This design comes from an exercise in tuning for small area and a short achievable clock period on the open sky130 flow, not from production work.
RTL that was checked went through simulation tests only; none was proved equivalent to the original.
No functional check of the RTL was part of run 2.
In run 1 the design's own scripts or RTL, not TritonCTS, make the clock network.
The clock port is modelled as an ideal driver, which makes a skipped or thinned clock tree look cheaper than it is; a real chip needs a root buffer or a tree.

==> flow/design.v <==
`timescale 1ns/1ps
`default_nettype none
module markFold(input logic [31:0] x, output logic [7:0] y);
	logic a_1;
	logic a_2;
	logic a_3;
	logic a_4;
	logic a_5;
	logic a_6;
	logic a_7;
	logic a_8;
	logic a_9;
	logic a_10;
	logic a_11;
	logic a_12;
	logic a_13;
	logic a_14;
	logic a_15;
	logic a_16;
	logic a_17;
	logic a_18;
	logic a_19;
	logic a_20;
	logic a_21;
	logic a_22;
	logic a_23;
	logic a_24;
	logic a_25;
	logic a_26;
	logic a_27;
	logic a_28;
	logic a_29;
	logic a_30;
	logic a_31;
	logic a_32;
	logic a_33;
	logic a_34;
	logic a_35;
	logic a_36;
	logic a_37;
	logic a_38;
	logic a_39;
	logic a_40;
	logic a_41;
	logic a_42;
	logic a_43;
	logic a_44;
	logic a_45;
	logic a_46;
	logic a_47;
	logic a_48;
	logic a_49;
	logic a_50;
	logic a_51;
	logic a_52;
	logic a_53;
	logic a_54;
	logic a_55;
	logic a_56;
	logic a_57;
	logic a_58;
	logic a_59;
	logic a_60;
	logic a_61;
	logic a_62;
	logic a_63;
	logic a_64;
	logic a_65;
	logic a_66;
	logic a_67;
	logic a_68;
	logic a_69;
	logic a_70;
	logic a_71;
	logic a_72;
	logic a_73;
	logic a_74;
	logic a_75;
	logic a_76;
	logic a_77;
	logic a_78;
	logic a_79;
	logic a_80;
	logic a_81;
	logic a_82;
	logic a_83;
	logic a_84;
	logic a_85;
	logic a_86;
	logic a_87;
	assign {a_2, a_1} = 2'(x[26]) + 2'(x[18]) + 2'(x[16]);
	assign {a_4, a_3} = 2'(x[15]) + 2'(x[8]) + 2'(x[0]);
	assign {a_6, a_5} = 2'(x[27]) + 2'(x[25]) + 2'(x[24]);
	assign {a_8, a_7} = 2'(x[17]) + 2'(x[9]) + 2'(x[7]);
	assign {a_10, a_9} = 2'(x[23]) + 2'(x[19]) + 2'(x[5]);
	assign {a_12, a_11} = 2'(x[28]) + 2'(x[14]) + 2'(x[10]);
	assign {a_14, a_13} = 2'(x[20]) + 2'(x[16]) + 2'(x[2]);
	assign {a_16, a_15} = 2'(x[29]) + 2'(x[25]) + 2'(x[11]);
	assign {a_18, a_17} = 2'(x[26]) + 2'(x[24]) + 2'(x[21]);
	assign {a_20, a_19} = 2'(x[14]) + 2'(x[8]) + 2'(x[6]);
	assign {a_22, a_21} = 2'(x[30]) + 2'(x[23]) + 2'(x[17]);
	assign {a_24, a_23} = 2'(x[15]) + 2'(x[12]) + 2'(x[5]);
	assign a_25 = ~x[22];
	assign {a_27, a_26} = 2'(x[31]) + 2'(x[13]) + 2'(a_25);
	assign {a_29, a_28} = 2'(x[6]) + 2'(a_7) + 2'(a_5);
	assign {a_31, a_30} = 2'(x[1]) + 2'(a_9) + 2'(a_4);
	assign {a_33, a_32} = 2'(a_11) + 2'(a_8) + 2'(a_6);
	assign {a_35, a_34} = 2'(x[7]) + 2'(a_15) + 2'(a_12);
	assign {a_37, a_36} = 2'(x[3]) + 2'(a_19) + 2'(a_17);
	assign {a_39, a_38} = 2'(a_23) + 2'(a_21) + 2'(a_16);
	assign {a_41, a_40} = 2'(x[4]) + 2'(a_20) + 2'(a_18);
	assign {a_43, a_42} = 2'(a_26) + 2'(a_24) + 2'(a_22);
	assign a_44 = ~a_28;
	assign {a_46, a_45} = 2'(a_44) + 2'(a_3) + 2'(a_1);
	assign a_47 = ~a_2;
	assign {a_49, a_48} = 2'(a_32) + 2'(a_29) + 2'(a_47);
	assign {a_51, a_50} = 2'(a_13) + 2'(a_10) + 2'(a_31);
	assign a_52 = ~a_14;
	assign {a_54, a_53} = 2'(a_38) + 2'(a_35) + 2'(a_52);
	assign a_55 = ~a_40;
	assign {a_57, a_56} = 2'(a_42) + 2'(a_39) + 2'(a_55);
	assign a_58 = ~a_41;
	assign {a_60, a_59} = 2'(a_27) + 2'(a_43) + 2'(a_58);
	assign a_61 = ~a_48;
	assign {a_63, a_62} = 2'(a_61) + 2'(a_30) + 2'(a_46);
	assign {a_65, a_64} = 2'(a_34) + 2'(a_33) + 2'(a_49);
	assign a_66 = ~a_53;
	assign {a_68, a_67} = 2'(a_66) + 2'(a_36) + 2'(a_51);
	assign a_69 = ~a_37;
	assign {a_71, a_70} = 2'(a_56) + 2'(a_54) + 2'(a_69);
	assign a_72 = ~a_64;
	assign {a_74, a_73} = 2'(a_72) + 2'(a_50) + 2'(a_63);
	assign {a_76, a_75} = 2'(a_59) + 2'(a_57) + 2'(a_71);
	assign a_77 = ~a_65;
	assign {a_79, a_78} = 2'(a_77) + 2'(a_67) + 2'(a_74);
	assign a_80 = ~a_70;
	assign {a_82, a_81} = 2'(a_80) + 2'(a_68) + 2'(a_79);
	assign a_83 = a_82 ^ a_75;
	assign a_84 = a_82 & ~a_75;
	assign a_85 = ~a_84;
	assign {a_87, a_86} = 2'(a_76) + 2'(a_60) + 2'(a_85);
	assign y = {a_87, a_86, a_83, a_81, a_78, a_73, a_62, a_45};
endmodule
module markTable(input logic [7:0] y, output logic [4:0] r);
	logic b_1;
	logic b_2;
	logic b_3;
	logic b_4;
	logic b_5;
	logic b_6;
	logic b_7;
	logic b_8;
	logic b_9;
	logic b_10;
	logic b_11;
	logic b_12;
	logic b_13;
	logic b_14;
	assign {b_2, b_1} = 2'(y[7]) + 2'(y[6]) + 2'(y[0]);
	assign b_3 = ~y[6];
	assign {b_5, b_4} = 2'(b_3) + 2'(y[5]) + 2'(y[3]);
	assign b_6 = ~y[5];
	assign {b_8, b_7} = 2'(b_6) + 2'(y[1]) + 2'(b_2);
	assign {b_10, b_9} = 2'(y[7]) + 2'(y[2]) + 2'(b_8);
	assign {b_12, b_11} = 2'(b_10) + 2'(b_4);
	assign {b_14, b_13} = 2'(b_5) + 2'(y[4]) + 2'(b_12);
	logic [5:0] b_v;
	assign b_v = {b_14, b_13, b_11, b_9, b_7, b_1};
	always_comb begin
		case (b_v)
			6'd0: r = 5'd10;
			6'd1: r = 5'd11;
			6'd2: r = 5'd12;
			6'd3: r = 5'd13;
			6'd4: r = 5'd14;
			6'd5: r = 5'd15;
			6'd6: r = 5'd16;
			6'd7: r = 5'd17;
			6'd8: r = 5'd18;
			6'd9: r = 5'd0;
			6'd10: r = 5'd1;
			6'd11: r = 5'd2;
			6'd12: r = 5'd3;
			6'd13: r = 5'd4;
			6'd14: r = 5'd5;
			6'd15: r = 5'd6;
			6'd16: r = 5'd7;
			6'd17: r = 5'd8;
			6'd18: r = 5'd9;
			6'd19: r = 5'd10;
			6'd20: r = 5'd11;
			6'd21: r = 5'd12;
			6'd22: r = 5'd13;
			6'd23: r = 5'd14;
			6'd24: r = 5'd15;
			6'd25: r = 5'd16;
			6'd26: r = 5'd17;
			6'd27: r = 5'd18;
			6'd28: r = 5'd0;
			6'd29: r = 5'd1;
			6'd30: r = 5'd2;
			6'd31: r = 5'd3;
			6'd32: r = 5'd4;
			6'd33: r = 5'd5;
			6'd34: r = 5'd6;
			6'd35: r = 5'd7;
			6'd36: r = 5'd8;
			6'd37: r = 5'd9;
			6'd38: r = 5'd10;
			6'd39: r = 5'd11;
			6'd40: r = 5'd12;
			6'd41: r = 5'd13;
			6'd42: r = 5'd14;
			6'd43: r = 5'd15;
			6'd44: r = 5'd16;
			6'd45: r = 5'd17;
			6'd46: r = 5'd18;
			6'd47: r = 5'd0;
			6'd48: r = 5'd1;
			6'd49: r = 5'd2;
			6'd50: r = 5'd3;
			6'd51: r = 5'd4;
			6'd52: r = 5'd5;
			6'd53: r = 5'd6;
			6'd54: r = 5'd7;
			6'd55: r = 5'd8;
			6'd56: r = 5'd9;
			6'd57: r = 5'd10;
			6'd58: r = 5'd11;
			6'd59: r = 5'd12;
			6'd60: r = 5'd13;
			6'd61: r = 5'd14;
			6'd62: r = 5'd15;
			6'd63: r = 5'd16;
			default: r = 5'd0;
		endcase
	end
endmodule
`default_nettype wire
`timescale 1ns/1ps
`default_nettype none
module candidateEval (
	input wire logic [4:0] res,
	input wire logic [19:1] nat,
	input wire logic [19:1] cum,
	output logic [19:1] dists,    
	output logic [19:1] markBit,  
	output logic fits
);
	logic [19:0] natFull;
	logic [37:0] spread;
	logic [19:0] below, above;
	assign natFull = {nat, 1'b1};
	always_comb begin
		spread = res[4] ? ({natFull, 18'd0} >> (5'd16 + 5'(res[1:0]))) : ({natFull, 18'd0} >> res[3:0]);
		for (int d = 0; d < 20; d++) begin
			below[d] = spread[19 - d];  
			above[d] = (d < 19) ? spread[19 + d] : 1'b0;  
		end
		dists = below[19:1] | above[19:1];
		fits = !(|(below[9:0] & above[9:0])) && !(|(dists & cum));
		markBit = 19'(1) << res;
	end
endmodule
`default_nettype wire
`timescale 1ns/1ps
`default_nettype none
module dtsState (
	input wire logic clk,
	input wire logic clearSet,    
	input wire logic clearBlock,  
	input wire logic accept,      
	input wire logic keepBlock,   
	input wire logic store,       
	input wire logic [19:1] dists,
	input wire logic [19:1] markBit,
	output logic [19:1] nat,
	output logic [19:1] cum,
	output logic [19:1] store0
);
	logic [19:1] spec;  
	logic [19:1] bsc;   
	always_ff @(posedge clk) begin
		nat <= (clearSet || clearBlock) ? '0 : (nat | (accept ? markBit : '0));
		spec <= (clearSet || clearBlock) ? '0 : (spec | (accept ? dists : '0));
		bsc <= clearSet ? '0 : (bsc | (keepBlock ? spec : '0));
		if (store) store0 <= nat;
	end
	assign cum = spec | bsc;
endmodule
`default_nettype wire
`timescale 1ns/1ps
`default_nettype none
module searchCtrl #(
	parameter int BLOCK_THRESH = 64,   
	parameter int SET_THRESH = 256     
) (
	input wire logic clk,
	input wire logic reset,
	input wire logic anotherOne,
	input wire logic fits,
	output logic resetQ,      
	output logic newSet,      
	output logic clearBlock,  
	output logic keepBlock,   
	output logic accept,      
	output logic store,       
	output logic done
);
	localparam logic [2:0] S_RESET = 3'd0;
	localparam logic [2:0] S_WAIT1 = 3'd1;
	localparam logic [2:0] S_WAIT2 = 3'd2;
	localparam logic [2:0] S_WAIT3 = 3'd3;
	localparam logic [2:0] S_BUILD = 3'd4;
	localparam logic [2:0] S_INSERT = 3'd5;
	localparam logic [2:0] S_FINISH = 3'd6;
	localparam logic [2:0] S_HOLD = 3'd7;
	function automatic logic [6:0] blockAfter(input int n);
		logic [6:0] q;
		q = '0;
		for (int i = 0; i < n; i++) q = {q[5:0], !(q[6] ^ q[5])};
		blockAfter = q;
	endfunction
	function automatic logic [8:0] setAfter(input int n);
		logic [8:0] q;
		q = '0;
		for (int i = 0; i < n; i++) q = {q[7:0], !(q[8] ^ q[4])};
		setAfter = q;
	endfunction
	localparam logic [6:0] BLOCK_LAST = blockAfter(BLOCK_THRESH);
	localparam logic [8:0] SET_LAST = setAfter(SET_THRESH - 1);
	logic [2:0] state;
	logic flush, secondBlock;
	logic [1:0] j;
	logic [6:0] blockIters;
	logic [8:0] setIters;
	logic [2:0] quiet;  
	logic startBlock, blockOut, setOut, lastMark, build;
	assign newSet = resetQ || (state == S_RESET);
	assign build = !resetQ && (state == S_BUILD);
	assign startBlock = !resetQ && (state == S_WAIT3);
	assign blockOut = build && (blockIters == BLOCK_LAST);
	assign setOut = blockOut && (setIters == SET_LAST);
	assign accept = build && !blockOut && (quiet == 3'd7) && fits && !flush;
	assign lastMark = (j == 2'd2);
	assign clearBlock = startBlock || blockOut;
	assign keepBlock = startBlock;
	assign store = (state == S_INSERT);
	always_ff @(posedge clk) begin
		resetQ <= reset;
	end
	always_ff @(posedge clk) begin
		if (flush) quiet <= 3'd0;
		else if (quiet != 3'd7) quiet <= quiet + 3'd1;
	end
	always_ff @(posedge clk) begin
		flush <= newSet || startBlock || (blockOut && !setOut) || accept;
		if (newSet) begin
			state <= S_WAIT1;
		end else begin
			case (state)
				S_WAIT1: state <= S_WAIT2;
				S_WAIT2: state <= S_WAIT3;
				S_WAIT3: state <= S_BUILD;
				S_BUILD: begin
					if (setOut) state <= S_RESET;
					else if (accept && lastMark) state <= secondBlock ? S_FINISH : S_INSERT;
				end
				S_INSERT: state <= S_WAIT2;
				S_FINISH: state <= S_HOLD;
				S_HOLD: if (anotherOne) state <= S_RESET;
				default: state <= S_RESET;
			endcase
		end
	end
	always_ff @(posedge clk) begin
		if (reset) done <= 1'b0;
		else if (!newSet && state == S_FINISH) done <= 1'b1;
		else if (!newSet && state == S_HOLD && anotherOne) done <= 1'b0;
	end
	always_ff @(posedge clk) begin
		if (newSet) secondBlock <= 1'b0;
		else if (state == S_INSERT) secondBlock <= 1'b1;
	end
	always_ff @(posedge clk) begin
		if (newSet || clearBlock) blockIters <= '0;
		else blockIters <= {blockIters[5:0], !(blockIters[6] ^ blockIters[5])};
	end
	always_ff @(posedge clk) begin
		if (newSet) setIters <= '0;
		else if (blockOut) setIters <= {setIters[7:0], !(setIters[8] ^ setIters[4])};
	end
	always_ff @(posedge clk) begin
		if (newSet || clearBlock) j <= '0;
		else if (accept) j <= j + 2'd1;
	end
endmodule
`default_nettype wire
`timescale 1ns/1ps
`default_nettype none
module dtsWorker #(
	parameter logic [31:0] SEED = 32'h2545f491,  
	parameter int BLOCK_THRESH = 64,   
	parameter int SET_THRESH = 256     
) (
	input wire logic clk,
	input wire logic reset,
	input wire logic anotherOne,
	output logic [39:0] natRuler,
	output logic done
);
	function automatic logic [31:0] xsBack(input logic [31:0] y);
		logic [31:0] x;
		x = y;
		for (int i = 0; i < 7; i++) x = y ^ (x << 5);
		y = x;
		for (int i = 0; i < 2; i++) x = y ^ (x >> 17);
		y = x;
		for (int i = 0; i < 3; i++) x = y ^ (x << 13);
		xsBack = x;
	endfunction
	localparam logic [31:0] SEED_NEXT = xsBack(xsBack(xsBack(xsBack(xsBack(SEED)))));
	logic resetQ, newSet, clearBlock, keepBlock, accept, store, fits;
	logic [31:0] xs;
	logic [31:0] xsNext;
	logic [7:0] fold, foldQ;
	logic [4:0] res, resQ;  
	logic [19:1] nat, cum, store0, dists, markBit;
	always_comb begin
		xsNext = xs ^ (xs << 13);
		xsNext = xsNext ^ (xsNext >> 17);
		xsNext = xsNext ^ (xsNext << 5);
	end
	always_ff @(posedge clk) begin
		xs <= resetQ ? SEED_NEXT : xsNext;
		foldQ <= fold;
		resQ <= res;
	end
	markFold markFold_i (.x(xs), .y(fold));
	markTable markTable_i (.y(foldQ), .r(res));
	candidateEval candidateEval_i (
		.res(resQ), .nat(nat), .cum(cum), .dists(dists), .markBit(markBit), .fits(fits)
	);
	searchCtrl #(.BLOCK_THRESH(BLOCK_THRESH), .SET_THRESH(SET_THRESH)) searchCtrl_i (
		.clk(clk), .reset(reset), .anotherOne(anotherOne), .fits(fits),
		.resetQ(resetQ), .newSet(newSet), .clearBlock(clearBlock), .keepBlock(keepBlock),
		.accept(accept), .store(store), .done(done)
	);
	dtsState dtsState_i (
		.clk(clk), .clearSet(newSet), .clearBlock(clearBlock), .accept(accept),
		.keepBlock(keepBlock), .store(store), .dists(dists), .markBit(markBit),
		.nat(nat), .cum(cum), .store0(store0)
	);
	assign natRuler = {nat, 1'b1, store0, 1'b1};
endmodule
`default_nettype wire
==> flow/flow/run.sh <==
#!/bin/bash
# The standard layout with these changes:
# - the port buffers are buf_2 instead of the flow's default pick (a slow
#   delay buffer); every port still gets a buffer;
# - the clock tree is built by hand in two short levels: the clock port feeds
#   four clkbuf_16, which feed twelve clkbuf_8, each at the centre of the
#   flip-flops it drives (manual_cts.tcl, sourced before the CTS step, which
#   then skips TritonCTS);
# - timing repair keeps a setup margin so that it also works on the few paths
#   that set the achieved period.
# The constraints and the clock period are the standard flow's.
set -euo pipefail
export BUFFER_PORTS_ARGS="-buffer_cell sky130_fd_sc_hd__buf_2"
export PRE_CTS_TCL="$(pwd)/flow/manual_cts.tcl"
export SETUP_SLACK_MARGIN=18.3
bash standard.sh > standard_flow.log 2>&1
==> flow/flow/manual_cts.tcl <==
# Clock distribution in two short levels, built by hand before the CTS step.
# The flip-flops are split by position into NLEAF balanced groups; each group
# gets a leaf clkbuf_8 at its centre. The leaves are split into NTOP balanced
# groups; each gets a clkbuf_16 at its centre, fed straight from the clock
# port (which so drives NTOP cell pins). TritonCTS is then not run for this
# design: clock_tree_synthesis becomes a no-op, and the rest of the CTS step
# (legalisation, timing repair) runs as usual.

set nleaf 12
set ntop 4

# balanced k-means: pts is a list of {x y}; returns {assignment centres}
proc balanced_kmeans {pts k} {
  set n [llength $pts]
  set order [lsort -integer -indices [lmap p $pts {expr {[lindex $p 0] + [lindex $p 1]}}]]
  set cent {}
  for {set i 0} {$i < $k} {incr i} {
    lappend cent [lindex $pts [lindex $order [expr {int(($i + 0.5) * $n / $k)}]]]
  }
  set cap [expr {($n + $k - 1) / $k}]
  for {set iter 0} {$iter < 30} {incr iter} {
    # nearest centre first, at most cap points per centre
    set pairs {}
    set i 0
    foreach p $pts {
      for {set c 0} {$c < $k} {incr c} {
        set q [lindex $cent $c]
        lappend pairs [list [expr {abs([lindex $p 0] - [lindex $q 0]) + abs([lindex $p 1] - [lindex $q 1])}] $i $c]
      }
      incr i
    }
    set asg [lrepeat $n -1]
    set fill [lrepeat $k 0]
    foreach pr [lsort -real -index 0 $pairs] {
      lassign $pr d i c
      if {[lindex $asg $i] < 0 && [lindex $fill $c] < $cap} {
        lset asg $i $c
        lset fill $c [expr {[lindex $fill $c] + 1}]
      }
    }
    set cent {}
    for {set c 0} {$c < $k} {incr c} {
      set sx 0; set sy 0; set cnt 0
      foreach p $pts a $asg {
        if {$a == $c} { set sx [expr {$sx + [lindex $p 0]}]; set sy [expr {$sy + [lindex $p 1]}]; incr cnt }
      }
      lappend cent [list [expr {$sx / max($cnt, 1)}] [expr {$sy / max($cnt, 1)}]]
    }
  }
  return [list $asg $cent]
}

proc place_clock_buffer {block master name x y inNet} {
  set inst [odb::dbInst_create $block $master $name]
  set net [odb::dbNet_create $block "${name}_net"]
  $net setSigType CLOCK
  [$inst findITerm A] connect $inNet
  [$inst findITerm X] connect $net
  $inst setLocation [expr {int($x)}] [expr {int($y)}]
  $inst setPlacementStatus PLACED
  return $net
}

set block [ord::get_db_block]
set db [ord::get_db]
set clkNet [$block findNet clk]
set leafMaster [$db findMaster sky130_fd_sc_hd__clkbuf_8]
set topMaster [$db findMaster sky130_fd_sc_hd__clkbuf_16]

set sinks [$clkNet getITerms]
set pts {}
foreach it $sinks {
  set b [[$it getInst] getBBox]
  lappend pts [list [expr {([$b xMin] + [$b xMax]) / 2}] [expr {([$b yMin] + [$b yMax]) / 2}]]
}
lassign [balanced_kmeans $pts $nleaf] leafAsg leafCent
lassign [balanced_kmeans $leafCent $ntop] topAsg topCent

foreach it $sinks { $it disconnect }
for {set t 0} {$t < $ntop} {incr t} {
  set c [lindex $topCent $t]
  set topNet [place_clock_buffer $block $topMaster "clkbuf_top_$t" [lindex $c 0] [lindex $c 1] $clkNet]
  for {set l 0} {$l < $nleaf} {incr l} {
    if {[lindex $topAsg $l] != $t} continue
    set c [lindex $leafCent $l]
    set leafNet [place_clock_buffer $block $leafMaster "clkbuf_leaf_$l" [lindex $c 0] [lindex $c 1] $topNet]
    set cnt 0
    foreach it $sinks a $leafAsg {
      if {$a == $l} { $it connect $leafNet; incr cnt }
    }
    puts "clock leaf $l under top $t drives $cnt flip-flops"
  }
}

proc clock_tree_synthesis {args} {
  puts "clock_tree_synthesis skipped: the clock buffers were placed by manual_cts.tcl"
}
==> flow/standard.sh <==
#!/bin/bash
# synth_recipe.tcl (not shown) runs the flow's synth.tcl, then flattens the netlist and writes it again
# the make line also repeats each setting of config.mk as NAME=value (left out here)
make -C /OpenROAD-flow-scripts/flow DESIGN_CONFIG=/design/flow/config.mk WORK_HOME=/design/flow/orfs CLKGATE_MAP_FILE= SYNTH_SCRIPT=/design/flow/synth_recipe.tcl "${@:-finish}"
==> flow/config.mk <==
export PLATFORM = sky130hd
export DESIGN_NAME = dtsWorker
export DESIGN_NICKNAME = dtsWorker
export VERILOG_FILES = /design/flow/design.v
export SDC_FILE = /design/flow/constraint.sdc
export NUM_CORES = 4
export LEC_CHECK = 0
export ABC_AREA = 1
export CAP_MARGIN = 20
export CORE_MARGIN = 2
export CORE_UTILIZATION = 40
export PLACE_DENSITY = 0.6
export SLEW_MARGIN = 20
==> flow/constraint.sdc <==
create_clock -name core_clock -period 24.0 [get_ports {clk}]
set_input_delay 4.8000 -clock core_clock [delete_from_list [all_inputs] [get_ports {clk}]]
set_output_delay 4.8000 -clock core_clock [all_outputs]
set_load 0.01 [all_outputs]
==> flow_metrics.tcl, run 1 <==
set metrics [dict create \
    synth_warnings 5 \
    fin_skew_ns 0.0237 \
    synth_compound_area_frac 0.104 \
    synthMuxAreaShare 0 \
    place_area_mm2 0.00878 \
    dr.pass1.iters 6 \
    cpMaxStageDelayCell "dfxtp_1" \
    routed-via-count 7085 \
    place_ws_ns 18.58 \
    drv_cap 0 \
    cts_hold_repair.buffers 0 \
    path_delay_family "flip-flops" \
    port_buffers 41 \
    max_slew_margin 0.387 \
    worst_slew_pin_slew_ns 0.919 \
    cp.buffers_inverters 1 \
    synth-simple-area-share 0.262 \
    syn_inst 1128 \
    drive_gt1_frac 0.0879 \
    finalMaxSlewViolations 0 \
    worstPathRequired_ns 19.20 \
    diodes 0 \
    endpoint_kind "primary output" \
    grt_pass1_vias 6617 \
    post-cts-setup-buffer-count 0 \
    syn_area_per_cell_um2 7.45 \
    final_area_mm2 0.00906 \
    hold_class "reg2reg" \
    synth_xor_area_frac 0.0396 \
    synth_top_family_by_area "simple AND/OR/NAND/NOR gates" \
    clk_latency_ns 0.29 \
    coreArea_mm2 0.0208 \
    wire_per_inst_um 14.3 \
    vias_per_cell 4.98 \
    io_pins 44 \
    drt_iter0_markers 461 \
    cp.arrival_ns 0.84 \
    totalWireLength_mm 20.3 \
    die_h_um 149 \
    track_usage 0.183 \
    ys_seq_area_frac 0.378 \
    place.gp.congestion 0.883 \
    cp_cell_sequence "buf_2" \
    grt_pass1_wl_mm 33.4 \
    rsz0062_at_grt "no" \
    grt_max_degree 40 \
    layout_commonest_cell "nand2_1" \
    die_width_um 149 \
    design.die.area_mm2 0.0222 \
    clk_pin_slew_ns 0.08 \
    areaGrowthSynthToFinish_pct 7.85 \
    place_inst 1408 \
    grt_antenna_before_repair 0 \
    netlist_area_mm2 0.00840 \
    tns_ns 0 \
    overflow 0 \
    dp_hpwl_mm 15.1 \
    synth.distinct_cells 43 \
    fin_ws_ns 18.36 \
    max_freq_ghz 0.177 \
    antenna_left 0 \
    finalHoldViolations 0 \
    period_needed_ns 5.64 \
    drc 0 \
    final_util 0.435 \
    critPathKind "reg2out" \
    synth-seq-cells 149 \
    min_period_over_period 0.235 \
    final_cell_mix "255 x nand2_1, 153 x inv_1, 131 x nand3_1, 114 x dfxtp_1, 96 x nor2_1" \
    status "no timing/DRC/antenna violations" \
    cp-start-kind "flip-flop" \
    nets 1207 \
    rows 53 \
    synthAdderAreaFrac 0.116 \
    layout.cells.non_filler 1424 \
    start_util 0.403 \
    cpPeakStageDelay_ns 0.41 \
    path_max_fanout 5 \
    hold_slack_ns 0.427 \
    setup_viol 0 \
]
-- sequential cells by signal, summed over array words and instances (netlist names) --
name and cells:
searchCtrl_i.done 1, searchCtrl_i.secondBlock 1, searchCtrl_i.blockIters 7, dtsState_i.spec 19
searchCtrl_i.resetQ 1, dtsState_i.store0 19, searchCtrl_i.setIters 9, foldQ 8
searchCtrl_i.j 2, dtsState_i.bsc 19, searchCtrl_i.flush 1, searchCtrl_i.quiet 3
dtsState_i.nat 19, xs 32, searchCtrl_i.state 3, resQ 5
-- path summary, 6_finish.rpt --
kind,start,endpoint,depth (start not counted),slack [ns]
max,dtsState_i.nat[3],natRuler[23],1,18.36
min,searchCtrl_i.blockIters[0],searchCtrl_i.blockIters[1],2,0.43
min reg2reg,searchCtrl_i.blockIters[0],searchCtrl_i.blockIters[1],2,0.43
max reg2reg,xs[10],foldQ[6],13,19.70
-- cell families after synthesis --
| logic type | Yosys count |
|---|---|
| adder cells (fa/ha/maj) | 53 |
| AO/OA/AOI/OAI | 161 |
| buffers and inverters | 208 |
| flip-flops | 149 |
| XOR/XNOR | 38 |
| other | 1 |
| AND/OR/NAND/NOR | 518 |
-- Yosys cell counts --
library cell  count  area [µm²]
a21oi_1          87         435
buf_1             2        7.51
and2_1            1        6.26
clkbuf_1         17        63.8
xnor2_1          24         210
or2_2             3        18.8
dfxtp_1         130        2600
nand2_2           1        6.26
nor3_1           11        55.1
nand2_1         255         957
ha_1             12         150
inv_1           153         574
o211a_1           1        10.0
a21boi_1          2        15.0
o21a_1            8        60.1
fa_1             41         821
conb_1            1        3.75
a21oi_2           1        8.76
edfxtp_1         19         571
nor2_8            1        20.0
o32ai_1           1        8.76
nor2_1           97         364
nand3_2           1        10.0
o2111ai_1         1        8.76
nand3_1         131         656
nand3b_1          2        15.0
buf_4             5        37.5
a211oi_1          1        7.51
clkinv_1          2        7.51
o211ai_1          2        15.0
nand4_1          13        81.3
buf_6             4        45.0
o21bai_1          2        15.0
a31oi_1           3        18.8
o21ai_1           3        15.0
inv_2            11        41.3
a22o_1            1        8.76
buf_2            14        70.1
nor2_2            2        12.5
o21ai_2           1        8.76
o21ai_0          46         230
o22ai_1           1        6.26
xor2_1           14         123
-- metal layers --
metal | GRT usage | share of wire
met5 | 0 | 0
met2 | 0.300 | 0.45
met3 | 0.0245 | 0.061
met1 | 0.253 | 0.46
met4 | 0.0538 | 0.033
-- final cells by class --
cell class / instances / area (µm²)
flip-flops and latches: 149 / 3190
repair buffers: 46 / 243
inverters: 166 / 623
well taps: 275 / 344
plain buffers: 16 / 265
multi-input cells: 772 / 4390
fillers: 2190 / 11800
-- repair_timing --
action,CTS,global route
endpoints found under the hold margin,0,0
gates resized for setup,0,16
endpoints found under the setup margin,0,16
==> run 2, diff against run 1 <==
==> flow/design.v (replaced) <==
`timescale 1ns/1ps
`default_nettype none
module dtsWorker (
	input wire logic clk,
	input wire logic reset,
	input wire logic anotherOne,
	output logic [39:0] natRuler,
	output logic done
);
	localparam logic [31:0] SEED_LAG = 32'h1e4e9fef;
	localparam logic [2:0] S_RESET = 3'd0;
	localparam logic [2:0] S_WAIT = 3'd1;
	localparam logic [2:0] S_BUILD = 3'd2;
	localparam logic [2:0] S_INSERT = 3'd3;
	localparam logic [2:0] S_FINISH = 3'd4;
	localparam logic [2:0] S_HOLD = 3'd5;
	logic [31:0] xs;
	logic [31:0] xsNext;
	logic [4:0] mark;
	always_comb begin
		xsNext = xs ^ (xs << 13);
		xsNext = xsNext ^ (xsNext >> 17);
		xsNext = xsNext ^ (xsNext << 5);
	end
	always_ff @(posedge clk) begin
		if (reset) xs <= SEED_LAG;
		else xs <= xsNext;
	end
	logic [10:0] fold1, fold1Q;
	logic [9:0] fold2;
	always_comb begin
		fold1 = 11'(xs[8:0]) + 11'(xs[26:18]) + 11'd551 - 11'(xs[17:9]) - 11'(xs[31:27]);
		fold2 = 10'(fold1Q[8:0]) + 10'd19 - 10'(fold1Q[10:9]);
	end
	always_ff @(posedge clk) begin
		fold1Q <= fold1;
		mark <= 5'(fold2 % 10'd19) + 5'd1;
	end
	logic [19:1] nat;    
	logic [19:1] cum;    
	logic [19:1] bsc;    
	logic [19:1] store0;  
	logic [2:0] state;
	logic flush, clearSet, insert, ready, blockCount;
	logic [1:0] j;
	logic [6:0] blockIters;
	logic [7:0] setIters;
	logic [2:0] quiet;  
	logic [19:0] natFull;
	logic [38:0] spread;
	logic [19:0] below, above;
	logic fits;
	assign natFull = {nat, 1'b1};
	always_comb begin
		spread = {natFull, 19'd0} >> mark;
		for (int d = 0; d < 20; d++) begin
			below[d] = spread[19 - d];  
			above[d] = spread[19 + d];  
		end
		fits = !(|(below & above)) && !(|((below[19:1] | above[19:1]) & cum));
	end
	logic candFits, startBlock, blockOut, setOut, accept, lastMark;
	assign candFits = (quiet == 3'd7) && fits;
	assign startBlock = (state == S_WAIT) && ready && !clearSet;
	assign blockOut = (state == S_BUILD) && (blockIters == 7'd64);
	assign setOut = blockOut && (setIters == 8'd255);
	assign accept = (state == S_BUILD) && !blockOut && candFits && !flush;
	assign lastMark = (j == 2'd2);
	always_ff @(posedge clk) begin
		quiet <= flush ? 3'd0 : (quiet == 3'd7 ? 3'd7 : quiet + 3'd1);
	end
	always_ff @(posedge clk) begin
		if (reset) begin
			state <= S_RESET;
			flush <= 1'b0;
			clearSet <= 1'b0;
			insert <= 1'b0;
			done <= 1'b0;
		end else begin
			flush <= 1'b0;
			clearSet <= 1'b0;
			insert <= 1'b0;
			case (state)
				S_RESET: begin
					clearSet <= 1'b1;
					flush <= 1'b1;
					state <= S_WAIT;
				end
				S_WAIT: begin
					if (startBlock) begin
						flush <= 1'b1;
						state <= S_BUILD;
					end
				end
				S_BUILD: begin
					if (setOut) begin
						state <= S_RESET;
					end else if (blockOut) begin
						flush <= 1'b1;
					end else if (accept) begin
						flush <= 1'b1;
						if (lastMark) begin
							insert <= 1'b1;
							state <= blockCount ? S_FINISH : S_INSERT;
						end
					end
				end
				S_INSERT: state <= S_WAIT;
				S_FINISH: begin
					done <= 1'b1;
					state <= S_HOLD;
				end
				S_HOLD: begin
					if (anotherOne) begin
						done <= 1'b0;
						state <= S_RESET;
					end
				end
				default: state <= S_RESET;
			endcase
		end
	end
	always_ff @(posedge clk) begin
		case (state)
			S_RESET: begin
				nat <= '0;
				cum <= '0;
				bsc <= '0;
				j <= '0;
				blockIters <= '0;
				setIters <= '0;
			end
			S_WAIT: begin
				if (startBlock) begin
					nat <= '0;
					bsc <= cum;
					j <= '0;
					blockIters <= '0;
				end
			end
			S_BUILD: begin
				if (blockOut) begin
					nat <= '0;
					cum <= bsc;
					j <= '0;
					blockIters <= '0;
					setIters <= setIters + 8'd1;
				end else begin
					blockIters <= blockIters + 7'd1;
					if (accept) begin
						nat <= nat | (19'(1) << (mark - 5'd1));
						cum <= cum | below[19:1] | above[19:1];
						j <= j + 2'd1;
					end
				end
			end
			default: ;
		endcase
	end
	always_ff @(posedge clk) begin
		ready <= !(clearSet || insert);
		if (clearSet) blockCount <= 1'b0;
		else if (insert) blockCount <= 1'b1;
		if (insert && !clearSet && !blockCount) store0 <= nat;
	end
	assign natRuler = {nat, 1'b1, store0, 1'b1};
endmodule
`default_nettype wire
==> flow/run.sh (new file) <==
#!/bin/bash
# synth_recipe.tcl (not shown) runs the flow's synth.tcl, then flattens the netlist and writes it again
# the make line also repeats each setting of config.mk as NAME=value (left out here)
make -C /OpenROAD-flow-scripts/flow DESIGN_CONFIG=/design/flow/config.mk WORK_HOME=/design/flow/orfs CLKGATE_MAP_FILE= SYNTH_SCRIPT=/design/flow/synth_recipe.tcl finish
--- a/flow/config.mk
+++ b/flow/config.mk
@@ -5,7 +5,6 @@
 export SDC_FILE = /design/flow/constraint.sdc
 export NUM_CORES = 4
 export LEC_CHECK = 0
-export ABC_AREA = 1
 export CAP_MARGIN = 20
 export CORE_MARGIN = 2
 export CORE_UTILIZATION = 40
removed: flow/flow/run.sh
removed: flow/flow/manual_cts.tcl
removed: flow/standard.sh
==> flow_metrics.tcl, run 2 <==
set metrics [dict create \
    synth.distinct_cells 85 \
    diodes 0 \
    cts_sinks 153 \
    worst_slew_pin_slew_ns 0.826 \
    synth.largest_area_cell "edfxtp_1" \
    cp.arrival_ns 10.25 \
    layout.cells.non_filler 1463 \
    syn_area_per_cell_um2 9.30 \
    place.gp.congestion 0.847 \
    final_util 0.460 \
    largest_register_ffs 32 \
    overflow 0 \
    grt_antenna_before_repair 0 \
    synth_warnings 1 \
    synth-seq-cells 153 \
    cts_tree "done" \
    period_needed_ns 9.90 \
    drive_gt1_frac 0.0847 \
    ys.flop_type "edfxtp_1" \
    ys_seq_area_frac 0.392 \
    post-cts-setup-buffer-count 0 \
    wire_per_inst_um 15.3 \
    routed-via-count 7883 \
    clk_latency_ns 0.43 \
    netlist_area_mm2 0.0102 \
    rsz0062_at_grt "no" \
    start_util 0.406 \
    cts_hold_repair.buffers 0 \
    synth_edf_count 93 \
    max_freq_ghz 0.101 \
    dp_hpwl_mm 15.9 \
    endpoint_kind "flip-flop" \
    root_buffer "clkbuf_16" \
    clockBufferDepth 2 \
    async_flop_share 0 \
    grt_pass1_wl_mm 37.3 \
    io_pins 44 \
    areaGrowthSynthToFinish_pct 13.3 \
    critPathKind "reg2reg" \
    place_inst 1431 \
    final_area_mm2 0.0115 \
    place_area_mm2 0.0109 \
    setup_viol 0 \
    cts-resized-gates 0 \
    dr.pass1.iters 6 \
    finalHoldViolations 0 \
    min_period_over_period 0.413 \
    design.die.area_mm2 0.0268 \
    critPathMostFrequentCell "ha_1" \
    cp-start-kind "flip-flop" \
    hold_class "reg2reg" \
    totalWireLength_mm 22.3 \
    netlist_top_cells_count "125 x nor2_1, 93 x edfxtp_1, 77 x nand2_1" \
    fin_skew_ns 0.0112 \
    final_cell_mix "125 x nor2_1, 93 x edfxtp_1, 77 x nand2_1, 76 x xnor2_1, 70 x a21oi_1" \
    n_fill_cell 2423 \
    synth_top_area_share 0.274 \
    synthTopCellsByArea "edfxtp_1 27%, dfxtp_1 12%, xnor2_1 6.5%" \
    die_width_um 164 \
    worstPathRequired_ns 24.35 \
    nets 1182 \
    port_buffers 41 \
    htree_levels 4 \
    yosysMostFrequentCell "nor2_1" \
    largest_register "xs" \
    max_slew_margin 0.449 \
    path_max_fanout 9 \
    track_usage 0.171 \
    drv_cap 0 \
    antenna_left 0 \
    finalMaxSlewViolations 0 \
    clk_pin_slew_ns 0.07 \
    syn_inst 1095 \
    layout_commonest_cell "nor2_1" \
    tns_ns 0 \
    cpPeakStageDelay_ns 0.55 \
    numCtsBuffers 17 \
    drc 0 \
    cpMaxStageDelayCell "or4_1" \
    status "no timing/DRC/antenna violations" \
    rows 58 \
    grt_max_degree 48 \
    drt_iter0_markers 567 \
    grt_pass1_vias 7488 \
    coreArea_mm2 0.0251 \
    vias_per_cell 5.39 \
    die_h_um 164 \
]
==> run 2: cell type report <==
class,count,area [µm²],area share
multi-input cells,835,5790,0.502
flip-flops and latches,153,3990,0.346
repair buffers,54,508,0.0440
clock buffers,18,429,0.0372
well taps,330,413,0.0358
inverters,59,221,0.0192
clock inverters,14,186,0.0162
==> run 2: kinds of logic after synthesis <==
logic type | synth area share
AND/OR/NAND/NOR | 0.192
AO/OA/AOI/OAI | 0.156
flip-flops | 0.392
buffers and inverters | 0.0412
XOR/XNOR | 0.0824
adder cells (fa/ha/maj) | 0.0838
multiplexers | 0.0523
other | 0.000368
==> run 2: worst paths after layout <==
kind                                 start       to  slack, ns  cells after the start
worst max-delay path            fold1Q[10]  mark[4]      14.10                     39
worst min register to register      insert    ready       0.44                      1
worst max register to register  fold1Q[10]  mark[4]      14.10                     39
worst min-delay path                insert    ready       0.44                      1
==> run 2: stage by stage <==
| stage | setup slack, ns | hold WS (ns) |
|---|---|---|
| 2_1_floorplan | 14.95 | 0.408 |
| 3_3_place_gp | 14.43 | 0.422 |
| 3_5_place_dp | 14.23 | 0.418 |
| 4_1_cts | 14.17 | 0.433 |
| 5_1_grt | 13.36 | 0.455 |
| 6_report | 14.10 | 0.435 |
==> run 2: routing by layer <==
| layer | vias up | GRT usage | part of all wire |
|---|---|---|---|
| met3 | 28 | 0.0297 | 0.046 |
| met5 | - | 0 | 0 |
| li1 | 3955 | - | - |
| met2 | 196 | 0.269 | 0.44 |
| met1 | 3704 | 0.243 | 0.50 |
| met4 | 0 | 0.0463 | 0.012 |
==> run 2: worst max-delay path: cells and delay by family, from the launching register on <==
family	cells	cell delay [ns]
DFF	1	0.31
adders and majority gates	7	1.95
xor gates and xnor gates	2	0.39
buffers and inverters	3	0.22
and+or+nand+nor	12	3.67
muxes	2	0.42
AOI/OAI and AO/OA	13	2.89

[static timing again, ports no longer ideal]
In the flow no input, the clock included, has a driving cell. The finished layouts below were timed again as built, in two steps. Step 1 (the two cells are an assumption about what drives the block):
set clk [get_ports {clk}]
set_driving_cell -lib_cell sky130_fd_sc_hd__clkbuf_16 $clk
set_driving_cell -lib_cell sky130_fd_sc_hd__buf_2 [delete_from_list [all_inputs] $clk]
Step 2 moves the port delays by t, midway between the first and last clock arrival at a register: inputs arrive t later, outputs are due t later. That takes back most of the time a late clock gives input paths. a / b / c = ideal ports / drivers / drivers and shift; a / b = the first two.
run	t (ns)	slack for setup (ns)	hold WS [ns]	worst register clock-pin slew, ns	worst data-port slew with drivers (ns)
run 1	0.369	18.356 / 18.265 / 18.588	0.427 / 0.427 / 0.427	0.09 / 0.09	0.03
run 2	0.461	14.097 / 14.097 / 14.097	0.435 / 0.435 / 0.435	0.07 / 0.07	0.03
After both steps every run listed still meets setup and hold.
